Source: an optimization exercise on an open RTL-to-GDS flow (aim: small area, a short achievable clock period and few clock cycles per item). Production flows keep margins and buffers that such runs may drop. Only simulation tests tie the RTL to the original design; equivalence was not proved.

Setup of P:
==> flow/design.v (excerpt) <==
module julia_pixel_engine #(
  parameter int H_RES    = 640,
  parameter int V_RES    = 480,
  parameter int MAX_ITER = 255,
  parameter int FRAC     = 12
) (
  input  logic        clk,
  input  logic        reset_n,
  input  logic        start,
  input  logic        abort,
  input  logic [15:0] c_re,
  input  logic [15:0] c_im,
  input  logic [15:0] re_start,
  input  logic [15:0] im_start,
  input  logic [15:0] step,
  output logic        draw,
  input  logic        draw_ready,
  output logic [9:0]  x,
  output logic [9:0]  y,
  output logic [7:0]  i,
  output logic        busy,
  output logic        frame_done
);
Size: about 3400 cells after synthesis, about 510 flip-flops, about 120 I/O pins, about 0.034 mm² of cells after synthesis.
==> flow/config.mk <==
export PLATFORM = sky130hd
export DESIGN_NAME = julia_pixel_engine
export DESIGN_NICKNAME = julia_pixel_engine
export VERILOG_FILES = /design/flow/design.v
export SDC_FILE = /design/flow/constraint.sdc
export NUM_CORES = 4
export LEC_CHECK = 0
export CAP_MARGIN = 20
export CORE_MARGIN = 2
export CORE_UTILIZATION = 40
export PLACE_DENSITY = 0.6
export SLEW_MARGIN = 20
==> flow/constraint.sdc <==
create_clock -name core_clock -period 11.0 [get_ports {clk}]
set_input_delay 2.2000 -clock core_clock [delete_from_list [all_inputs] [get_ports {clk}]]
set_output_delay 2.2000 -clock core_clock [all_outputs]
set_load 0.01 [all_outputs]
standard.sh (not shown) runs the stock make flow with config.mk's settings and CLKGATE_MAP_FILE= SYNTH_SCRIPT=/design/flow/synth_recipe.tcl, a recipe that flattens the netlist after the stock synthesis.
==> flow/flow/run.sh <==
#!/bin/bash
# Standard ORFS layout (the standard.sh, unchanged synthesis), with the resizer's
# setup repair aimed below the clock period: repair_timing gets a setup margin so that
# it keeps improving paths after the 11 ns constraint is met. The make output goes to
# flow_standard.log here; ORFS's own per-step logs are under orfs/logs.
set -euo pipefail
export SETUP_SLACK_MARGIN=7.6
# port buffers: a plain buffer instead of the delay cell buffer_ports picks by default
export BUFFER_PORTS_ARGS="-buffer_cell sky130_fd_sc_hd__buf_1"
bash standard.sh > flow_standard.log 2>&1
Testbench counts of P, summed over its fixed seeds: cycles 2,658,186, pixels 61,440.
diff inputs: P => Q
diff --git a/flow/flow/run.sh b/flow/flow/run.sh
--- a/flow/flow/run.sh
+++ b/flow/flow/run.sh
@@ -7,3 +7 @@
-export SETUP_SLACK_MARGIN=7.6
-# port buffers: a plain buffer instead of the delay cell buffer_ports picks by default
-export BUFFER_PORTS_ARGS="-buffer_cell sky130_fd_sc_hd__buf_1"
+export SETUP_SLACK_MARGIN=7.7
### Flow results
Diff P..Q | starting density of the core | unchanged
Comparing Q and P, the lower final critical delay including setup and external delays is on Q.
Across both runs, depth of the worst register-to-register path was lower for Q than for P.
Capturing element of the worst setup path: reh3[17] -> P, reh3[16] -> Q
Comparing Q and P, relative max-transition margin is lower on P.
P was smaller in final cell area than Q.
Inputs modified between Q and R:
diff --git a/flow/flow/run.sh b/flow/flow/run.sh
--- a/flow/flow/run.sh
+++ b/flow/flow/run.sh
@@ -7 +7,3 @@
-export SETUP_SLACK_MARGIN=7.7
+export SETUP_SLACK_MARGIN=7.6
+# port buffers: a plain buffer instead of the delay cell buffer_ports picks by default
+export BUFFER_PORTS_ARGS="-buffer_cell sky130_fd_sc_hd__buf_2"
==> run notes <==
Relative to Q, the final worst-path setup slack of R is lower by 0.049 ns.
Growth of design area from synthesis to finish on R is down relative to Q.
Of Q and R, the run reporting the higher sequential share of layout area was R.

* * *

Starting RTL as in the previous note.
==> flow/config.mk <==
export PLATFORM = sky130hd
export DESIGN_NAME = julia_pixel_engine
export DESIGN_NICKNAME = julia_pixel_engine
export VERILOG_FILES = /design/flow/design.v
export SDC_FILE = /design/flow/constraint.sdc
export NUM_CORES = 4
export LEC_CHECK = 0
export CAP_MARGIN = 20
export CORE_MARGIN = 2
export CORE_UTILIZATION = 40
export PLACE_DENSITY = 0.6
export SLEW_MARGIN = 20
==> flow/constraint.sdc <==
create_clock -name core_clock -period 11.0 [get_ports {clk}]
set_input_delay 2.2000 -clock core_clock [delete_from_list [all_inputs] [get_ports {clk}]]
set_output_delay 2.2000 -clock core_clock [all_outputs]
set_load 0.01 [all_outputs]
==> flow/flow/run.sh <==
#!/bin/bash
# Standard ORFS layout (the standard.sh, unchanged synthesis), with the resizer's
# setup repair aimed below the clock period: repair_timing gets a setup margin so that
# it keeps improving paths after the 11 ns constraint is met. The make output goes to
# flow_standard.log here; ORFS's own per-step logs are under orfs/logs.
set -euo pipefail
export SETUP_SLACK_MARGIN=7.6
# port buffers: a plain buffer instead of the delay cell buffer_ports picks by default
export BUFFER_PORTS_ARGS="-buffer_cell sky130_fd_sc_hd__buf_1"
# clock tree: the standard options, without the dummy loads CTS adds to balance its leaves
export CTS_ARGS="-sink_clustering_enable -repair_clock_nets -dont_use_dummy_load"
bash standard.sh > flow_standard.log 2>&1
The starting point completed with no timing, DRC or antenna violations.
Testbench counts at the start, summed over its fixed seeds: cycles 2,658,186, pixels 61,440.
Rerun with:
==> flow/flow/run.sh (replaced) <==
#!/bin/bash
# Standard ORFS layout (the standard.sh, unchanged synthesis), with the resizer's
# setup repair aimed below the clock period: repair_timing gets a setup margin so that
# it keeps improving paths after the 11 ns constraint is met. The make output goes to
# flow_standard.log here; ORFS's own per-step logs are under orfs/logs.
set -euo pipefail
export SETUP_SLACK_MARGIN=7.6
bash standard.sh > flow_standard.log 2>&1
Effect: The new run produced a clean layout; worst hold slack is better by 6.9 ps; wire length goes up by 2.1%; final area goes up by 3.3%; final cell count goes up by 1.4%; flip-flop and latch count stays the same; sequential share of layout area goes down by 0.89 points; via count goes up by 1.3%; core utilization goes up by 1.5 points; clock skew goes down by 20 ps.

* * *

Starting RTL as in the previous note.
==> flow/config.mk <==
export PLATFORM = sky130hd
export DESIGN_NAME = julia_pixel_engine
export DESIGN_NICKNAME = julia_pixel_engine
export VERILOG_FILES = /design/flow/design.v
export SDC_FILE = /design/flow/constraint.sdc
export NUM_CORES = 4
export LEC_CHECK = 0
export CAP_MARGIN = 20
export CORE_MARGIN = 2
export CORE_UTILIZATION = 40
export CTS_BUF_LIST = sky130_fd_sc_hd__clkbuf_4 sky130_fd_sc_hd__clkbuf_8
export PLACE_DENSITY = 0.6
export SLEW_MARGIN = 20
==> flow/constraint.sdc <==
create_clock -name core_clock -period 11.0 [get_ports {clk}]
set_input_delay 2.2000 -clock core_clock [delete_from_list [all_inputs] [get_ports {clk}]]
set_output_delay 2.2000 -clock core_clock [all_outputs]
set_load 0.01 [all_outputs]
==> flow/flow/run.sh <==
#!/bin/bash
# Standard ORFS layout (the standard.sh, unchanged synthesis), with the resizer's
# setup repair aimed below the clock period: repair_timing gets a setup margin so that
# it keeps improving paths after the 11 ns constraint is met. The make output goes to
# flow_standard.log here; ORFS's own per-step logs are under orfs/logs.
set -euo pipefail
export SETUP_SLACK_MARGIN=7.6
# port buffers: a plain buffer instead of the delay cell buffer_ports picks by default
export BUFFER_PORTS_ARGS="-buffer_cell sky130_fd_sc_hd__buf_1"
bash standard.sh > flow_standard.log 2>&1
The starting point finished clean.
Testbench counts at the start, summed over its fixed seeds: cycles 2,658,186, pixels 61,440.
Rerun with:
--- a/flow/config.mk
+++ b/flow/config.mk
@@ -8 +8 @@
-export CAP_MARGIN = 20
+export CAP_MARGIN = 5
@@ -11 +10,0 @@
-export CTS_BUF_LIST = sky130_fd_sc_hd__clkbuf_4 sky130_fd_sc_hd__clkbuf_8
@@ -13 +12 @@
-export SLEW_MARGIN = 20
+export SLEW_MARGIN = 5
- final area falls by about 1.2%
- die area does not change
- hold slack barely changes
- routed wire length falls by 1.3%
- setup slack gains 0.038 ns
- cell count falls by about 1.7%

[separate check: timing with driven ports]
The results above use ideal ports. As a check the final layouts listed here were re-extracted and re-timed, cells and wires unchanged.
Step 1 assumes that a clkbuf_16 drives the clock port and a buf_2 every other input.
Step 2 times the ports against the registers' clock, not the clock port: input delays grow and output delays shrink by t, the midpoint of the rising clock arrivals with the driver on.
a / b / c = ideal / step 1 / step 2; a / b = the first two.
run	shift t [ns]	setup WS [ns]	worst setup path at the end	latest minus earliest clock arrival (ns)	cell pins on the clock port's net
P	0.673	7.571 / 7.571 / 7.140	input to register	0.021 / 0.021	1
Q	0.679	7.599 / 7.559 / 7.129	input to register	0.031 / 0.031	1
R	0.691	7.550 / 7.548 / 7.204	input to register	0.020 / 0.020	1
the first run of note 2	0.655	7.427 / 7.427 / 7.150	input to register	0.050 / 0.050	1
the second run of note 2	0.689	7.602 / 7.576 / 7.212	input to register	0.030 / 0.031	1
the first run of note 3	0.753	7.533 / 7.506 / 7.131	input to register	0.040 / 0.040	1
the second run of note 3	0.673	7.571 / 7.571 / 7.140	input to register	0.021 / 0.021	1
After both steps every run listed still meets setup and hold. For Q, which loses most, drivers alone change the setup slack by -0.040 ns; drivers and shift together by -0.470 ns.
